Background: an optimization exercise with open tools, aiming at small area. Do not read the settings as production practice.
Function was checked by simulation only, so behaviour that the tests miss may differ from the original.
Power and IR drop assume default switching activity.

==> flow/design.v <==
package tracker_pkg;
   typedef logic [9-1:0] hcount_t;
   typedef logic [8-1:0] vcount_t;
   typedef struct packed {
      logic [4:0] red;
      logic [5:0] green;
      logic [4:0] blue;
   } rgb565_t;
   typedef struct packed {
      logic [7:0] first;
      logic [7:0] second;
   } pixel_bytes_t;
   typedef union packed {
      rgb565_t      rgb;
      pixel_bytes_t bus;
   } camera_pixel_u;
endpackage
module color_tracker_top (
   input  logic       clk_camera,
   input  logic       sys_rst_camera,
   input  logic [7:0] camera_d_i,
   input  logic       cam_pclk_i,
   input  logic       cam_hsync_i,
   input  logic       cam_vsync_i,
   output logic [8:0] centroid_x_o,
   output logic [7:0] centroid_y_o,
   output logic       centroid_valid_o,
   output logic       uart_txd_o
);
   wire rst = sys_rst_camera;
   logic [7:0] d0;
   logic       p0, p1, h0, h1, v0;
   logic       phase;
   logic [7:0] hi;
   logic [8:0] col;
   logic [7:0] row;
   always_ff @(posedge clk_camera) begin
      d0 <= camera_d_i;
      p0 <= cam_pclk_i;
      p1 <= p0;
      h0 <= cam_hsync_i;
      h1 <= h0;
      v0 <= cam_vsync_i;
   end
   logic       e_phase;
   logic [8:0] e_col;
   logic [7:0] e_row;
   logic       rise, fall, take, pix;
   always_comb begin
      e_phase = phase & ~rst;
      e_col   = rst ? 9'd0 : col;
      e_row   = rst ? 8'd0 : row;
      rise    = p0 & ~(p1 & ~rst);
      fall    = ~h0 & h1 & ~rst;
      take    = ~v0 & ~fall & rise & h0;
      pix     = take & e_phase;
   end
   always_ff @(posedge clk_camera) begin
      if (v0) begin
         phase <= 1'b0;
         col   <= 9'd0;
         row   <= 8'd0;
      end else if (fall) begin
         phase <= 1'b0;
         col   <= 9'd0;
         row   <= e_row + 8'd1;
      end else begin
         phase <= e_phase ^ take;
         col   <= e_col + {8'd0, pix};
         row   <= e_row;
      end
      if (take & ~e_phase) hi <= d0;
   end
   logic [4:0] red;
   logic [5:0] green;
   logic [4:0] blue;
   logic       hit;
   always_comb begin
      red   = hi[7:3];
      green = {hi[2:0], d0[7:5]};
      blue  = d0[4:0];
      hit   = pix & ({1'b0, 12'(red * 7'd112)} >=
                     13'd1024 + 13'(green * 6'd47) + 13'(blue * 5'd18));
   end
   logic [24:0] sum_x;
   logic [23:0] sum_y;
   logic [15:0] count;
   logic [11:0] side_x;
   logic [10:0] side_y;
   logic [2:0]  side_n;
   logic [4:0]  cnt;
   logic        busy, merge, last, start, div_x, div_y;
   logic [24:0] tot_x;
   logic [23:0] tot_y;
   logic [15:0] tot_n;
   logic [16:0] tr_x, tr_y, df_x, df_y;
   logic        ge_x, ge_y;
   always_comb begin
      busy  = (cnt != 5'd0) && (cnt != 5'd31);
      merge = (cnt == 5'd30);
      div_x = (cnt >= 5'd1) && (cnt <= 5'd9);
      div_y = (cnt >= 5'd2) && (cnt <= 5'd9);
      last  = pix && (e_col == 9'd319) && (e_row == 8'd179);
      tot_x = (busy ? {13'd0, side_x} : sum_x) + (hit ? {16'd0, e_col} : 25'd0);
      tot_y = (busy ? {13'd0, side_y} : sum_y) + (hit ? {16'd0, e_row} : 24'd0);
      tot_n = (busy ? {13'd0, side_n} : count) + {15'd0, hit};
      start = last && (tot_n != 16'd0);
      tr_x  = sum_x[24:8];
      tr_y  = sum_y[23:7];
      df_x  = tr_x - {1'b0, count};
      df_y  = tr_y - {1'b0, count};
      ge_x  = ~df_x[16];
      ge_y  = ~df_y[16];
   end
   always_ff @(posedge clk_camera) begin
      if (rst) begin
         sum_x <= '0;
         sum_y <= '0;
         count <= '0;
         cnt   <= '0;
      end else begin
         if (!busy || merge) begin
            sum_x <= tot_x;
            sum_y <= tot_y;
            count <= tot_n;
         end else begin
            if (div_x) sum_x <= {(ge_x ? df_x[15:0] : tr_x[15:0]), sum_x[7:0], ge_x};
            if (div_y) sum_y <= {(ge_y ? df_y[15:0] : tr_y[15:0]), sum_y[6:0], ge_y};
         end
         if (start) cnt <= 5'd1;
         else if (cnt != 5'd0) cnt <= cnt + 5'd1;
      end
   end
   always_ff @(posedge clk_camera) begin
      if (busy && !merge) begin
         side_x <= tot_x[11:0];
         side_y <= tot_y[10:0];
         side_n <= tot_n[2:0];
      end else begin
         side_x <= '0;
         side_y <= '0;
         side_n <= '0;
      end
   end
   always_ff @(posedge clk_camera) begin
      if (rst) begin
         centroid_x_o <= '0;
         centroid_y_o <= '0;
      end else if (merge) begin
         centroid_x_o <= sum_x[8:0];
         centroid_y_o <= sum_y[7:0];
      end
   end
   assign centroid_valid_o = (cnt == 5'd31);
   logic [9:0]  baud;
   logic [15:0] rep;
   logic        baud_tick, report_tick;
   assign baud_tick   = (baud == 10'd868);
   assign report_tick = (rep == 16'd14401);
   always_ff @(posedge clk_camera) begin
      if (rst) begin
         baud <= '0;
         rep  <= '0;
      end else begin
         baud <= baud_tick ? 10'd1 : baud + 10'd1;
         rep  <= (rep == 16'd57599) ? 16'd0 : rep + 16'd1;
      end
   end
   logic [1:0] idx;
   logic [3:0] code;
   logic [8:0] x_q;
   logic [7:0] y_q;
   logic [7:0] tx_byte;
   logic       bitper;
   always_comb begin
      case (idx)
         2'd0:    tx_byte = {7'd0, x_q[8]};
         2'd1:    tx_byte = x_q[7:0];
         default: tx_byte = y_q;
      endcase
      bitper = (code == 4'd0) || (code >= 4'd6);
   end
   always_ff @(posedge clk_camera) begin
      if (rst) begin
         idx  <= 2'd3;
         code <= 4'd2;
      end else if (idx == 2'd3) begin
         if (report_tick) idx <= 2'd0;
      end else begin
         if (code == 4'd1) begin
            idx  <= idx + 2'd1;
            code <= 4'd2;
         end else if (code == 4'd3) begin
            code <= 4'd6;
         end else if (!bitper || baud_tick) begin
            code <= code + 4'd1;
         end
      end
   end
   always_ff @(posedge clk_camera) begin
      if (idx == 2'd3 && report_tick) begin
         x_q <= centroid_x_o;
         y_q <= centroid_y_o;
      end
   end
   assign uart_txd_o = ~((idx != 2'd3) &&
                         ((code == 4'd7) || (code[3] && !tx_byte[code[2:0]])));
endmodule
==> flow/run.sh <==
#!/bin/bash
# synth_recipe.tcl (not shown) runs the flow's synth.tcl, then flattens the netlist and writes it again
# the make line also repeats each setting of config.mk as NAME=value (left out here)
make -C /OpenROAD-flow-scripts/flow DESIGN_CONFIG=/design/flow/config.mk WORK_HOME=/design/flow/orfs CLKGATE_MAP_FILE= SYNTH_SCRIPT=/design/flow/synth_recipe.tcl finish
==> flow/config.mk <==
export PLATFORM = sky130hd
export DESIGN_NAME = color_tracker_top
export DESIGN_NICKNAME = color_tracker_top
export VERILOG_FILES = /design/flow/design.v
export SDC_FILE = /design/flow/constraint.sdc
export NUM_CORES = 4
export LEC_CHECK = 0
export CAP_MARGIN = 20
export CORE_MARGIN = 2
export CORE_UTILIZATION = 40
export PLACE_DENSITY = 0.6
export SLEW_MARGIN = 20
==> flow/constraint.sdc <==
create_clock -name core_clock -period 6.0 [get_ports {clk_camera}]
set_input_delay 1.2000 -clock core_clock [delete_from_list [all_inputs] [get_ports {clk_camera}]]
set_output_delay 1.2000 -clock core_clock [all_outputs]
set_load 0.01 [all_outputs]
==> impl_results.md <==
* Switch Pwr at approximately 1.6 mW
* IO Port Bufs at 31
* Seq/Total Area, Yosys at about a third
* DR vias at 11900
* First-pass GRT wire length at a little under 60000 µm
* Seq pwr share at roughly a third
* Num CTS Buffers at 26
* Core area at between 30000 and 40000 µm²
* Critical path launch point type: register
* Post-DRT Antenna Nets at 0
* Post-synth top cells: 200 x nand2_1, 176 x dfxtp_1, 149 x nor2_1, 121 x ha_1
* Crit end category: register
* Pleak at between 6 and 7 nW
* Least-Margin Pin Slew at around 0.97 ns
* Root Buffer Master: clkbuf_16
* Largest net degree at the start of global routing at 50
* Area grow syn2layout at 27.1%
* RSZ-0062 raised after global routing: true
* H-tree levels at 1
* Post-synth ARST share at 0%
* Synth warn at 1
* Crit Path Max Fanout at 7
* CP arrival at around 7.5 ns
* Floorplan row count at 67
* # hold bufs at CTS at 0
* Share of layout cells above drive strength 1 at between 20% and 30%
* IO Count at 32
* Max_cap viols at 0
* EDFF count, synth at 25
* Final setup vio count at slightly above 80
* Yosys top cell by area: dfxtp_1
* Final clock skew at 0.0203 ns
* Max Freq at roughly 140 MHz
* Design Power at ~4.6 mW
* Synth area leaders: dfxtp_1 26%, ha_1 11%, edfxtp_1 5.6%, nand2_1 5.6%, fa_1 4.2%
* Sw frac at between 30% and 40%
* Synthesized area at around 13000 µm²
* GR Util All Layers at 20.0%
* DP HPWL at ~25000 µm
* Tmin final at ~7 ns
* DRC at 0
* Syn Inst Count at between 1500 and 2000
* Clk sinks at about 200
* Maximum VDD drop at around 0.26 mV
* Internal Dissipation at between 2 and 3 mW
* Share of the synthesized area in the top cell type at 26.2%
* Vias in the first global route at roughly 12000
* Max-slew violations at 0
* Worst-path clk slew at around 0.050 ns
* Status: finished with violations
* Net count, final at around 1900
* Pre-antenna DRT Iters at 5
* Hold Path Class: reg -> reg
* Die H at about 190 µm
* Initial antenna violation count at 0
* Skew-Pair Late Insertion Delay at approximately 0.54 ns
* Wirelength per Cell at about 16 µm
* Worst path required time at 6.39 ns
* DRT iter0 DRCs at ~570
* Syn Area/Cell at between 8 and 9 µm²
* Cell variety after synth at slightly above 80
* Vias per inst at ~5.4
* TritonCTS clock tree: done
* Kind of critical path: reg -> reg
* Clk pwr share at between 30% and 40%
* Fin worst setup slack at -1.15 ns
* Final period util at 119%
* Crit path max-delay cell type: or4_4
* Power Dens Cells at roughly 270 nW/µm²
* Synth Flop Type: dfxtp_1
* Slew headroom at 35.3%
* Die width at roughly 190 µm
* Most common cell in the netlist: nand2_1
* WL final at about 36000 µm
* Initial Util at about two fifths
* Placer Congestion at ~0.84
* CTS max path bufs at 3
* CP peak stage delay at around 0.53 ns
* Setup tns final at -56.36 ns
* Area of the die at approximately 35000 µm²
* Antenna Diode Count at 0
* SO Viols: negative setup slack
* Post-Syn Nets at around 1800
* Gate power share at 35.8%
* Global route overflow at 0
* Hold Vio Cnt, Final at 0
* Synthesis-stage register bit count at around 200
cells in the final DEF, fill, tap and decap left out, types with 14 or more instances in the layout:
master | Yosys | final
o211ai_1 | 14 | 14
nand3_1 | 55 | 47
edfxtp_1 | 25 | 25
buf_6 | 3 | 37
inv_1 | 104 | 93
a21o_1 | 14 | 14
nor2b_1 | 33 | 26
a21oi_2 | 2 | 17
clkdlybuf4s50_1 | 0 | 30
buf_4 | 1 | 104
fa_1 | 28 | 26
o21ai_1 | 3 | 24
and3_1 | 32 | 31
clkbuf_16 | 0 | 26
nand4_1 | 21 | 21
dfxtp_1 | 176 | 175
o21ai_0 | 84 | 53
nand2b_1 | 20 | 17
nor2_1 | 149 | 134
mux2i_1 | 18 | 18
a21oi_1 | 104 | 85
xnor2_1 | 58 | 48
nand2_1 | 200 | 195
ha_1 | 121 | 106
xor2_1 | 41 | 36
nor3_1 | 32 | 26
per-stage QoR:
stage / instances / utilization [%] / hold WS [ns] / worst slack, ns / cell area [µm²]
detailed placement: 2134 / 45.0 / 0.349 / -1.40 / 15000
CTS: 2206 / 49.9 / 0.357 / -1.16 / 16600
floorplan: 1614 / - / 0.331 / -1.24 / 13600
global route: 2219 / 51.3 / 0.369 / -1.59 / 17100
finish: 2219 / 51.3 / 0.356 / -1.15 / 17100
global placement: 2134 / 45.0 / 0.358 / -1.23 / 15000
critical path: cells and delay by family, from the launching register on:
kind | cells | cell delay [ns]
adders and majority gates | 7 | 2.49
AOI/OAI and AO/OA | 14 | 2.00
xor gates and xnor gates | 1 | 0.17
and+or+nand+nor | 6 | 1.17
buffers and inverters | 8 | 0.78
DFF | 1 | 0.40
final cells by class:
cell class                      count  area (µm²)
Fill cell                        3107       16200
Multi-Input combinational cell   1241        9440
Sequential cell                   201        4280
Timing Repair Buffer              176        1610
Clock buffer                       32         693
Tap cell                          448         561
Inverter                          105         397
Clock inverter                     16        93.8
cell families after synthesis:
kind of cell    count (synthesis)  synth area share [%]
compound gates                355                  17.2
flops                         201                  31.8
xor+xnor                       99                  6.46
mux                            25                  1.95
buf+inv                       172                  5.10
simple gates                  613                  22.0
fa+ha+maj                     149                  15.4
state kept, by name, indices dropped and copies added (netlist names), 2 cells and up:
name,flops
idx,2
hi,8
rep,16
side_x,12
d0,8
count,16
centroid_y_o,8
code,4
baud,10
cnt,5
sum_x,25
side_n,3
col,9
x_q,9
sum_y,24
row,8
y_q,8
centroid_x_o,9
side_y,11
what timing repair did:
action | 4_1_cts | 5_1_grt
endpoints found under the setup margin | 86 | 90
pin swaps | 87 | 51
buffers inserted | 28 | 13
endpoints found under the hold margin | 0 | 0
gates cloned | 1 | 0
resized for setup | 149 | 71
power groups by stage:
| stage | clock network (mW) | logic [mW] | registers (mW) |
|---|---|---|---|
| after global routing | 1.53 | 1.82 | 1.49 |
| after detailed placement | 0 | 1.48 | 1.51 |
| after CTS | 1.47 | 1.56 | 1.48 |
| after floorplan | 0 | 1.08 | 1.48 |
| after global placement | 0 | 1.46 | 1.51 |
| final | 1.44 | 1.63 | 1.48 |
layer usage:
layer,global-route usage (%),part of all wire (%)
met5,0,0
met4,6.62,2.6
met3,2.46,3.7
met2,34.5,48
met1,25.9,46
worst paths after layout:
check | from | to | slack (ns) | cells after the start
setup / recovery | hi[0]$_DFFE_PP_ | sum_x[22]$_SDFFE_PP0P_ | -1.15 | 36
hold / removal | p0$_DFF_P_ | p1$_DFF_P_ | 0.36 | 0
setup reg to reg | hi[0]$_DFFE_PP_ | sum_x[22]$_SDFFE_PP0P_ | -1.15 | 36
hold reg to reg | p0$_DFF_P_ | p1$_DFF_P_ | 0.36 | 0

==> separate check: timing with driven ports <==
No port has a modelled driver above. Below, the same layout with a new extraction and two added sets of constraints.
Step 1 (the two cells are an assumption about what drives the block):
set clk [get_ports {clk_camera}]
set_driving_cell -lib_cell sky130_fd_sc_hd__clkbuf_16 $clk
set_driving_cell -lib_cell sky130_fd_sc_hd__buf_2 [delete_from_list [all_inputs] $clk]
Step 2 moves the port delays by t, midway between the first and last clock arrival at a register: inputs arrive t later, outputs are due t later. That takes back most of the time a late clock gives input paths.
Three values: ideal, step 1, step 2; two values: the first two.
shift t [ns]: 0.586
slack for setup (ns): -1.148 / -1.148 / -1.148
pins driven straight from the clock port: 1
The setup slack of this run moves by 0.000 ns with the drivers and by 0.000 ns with both steps.
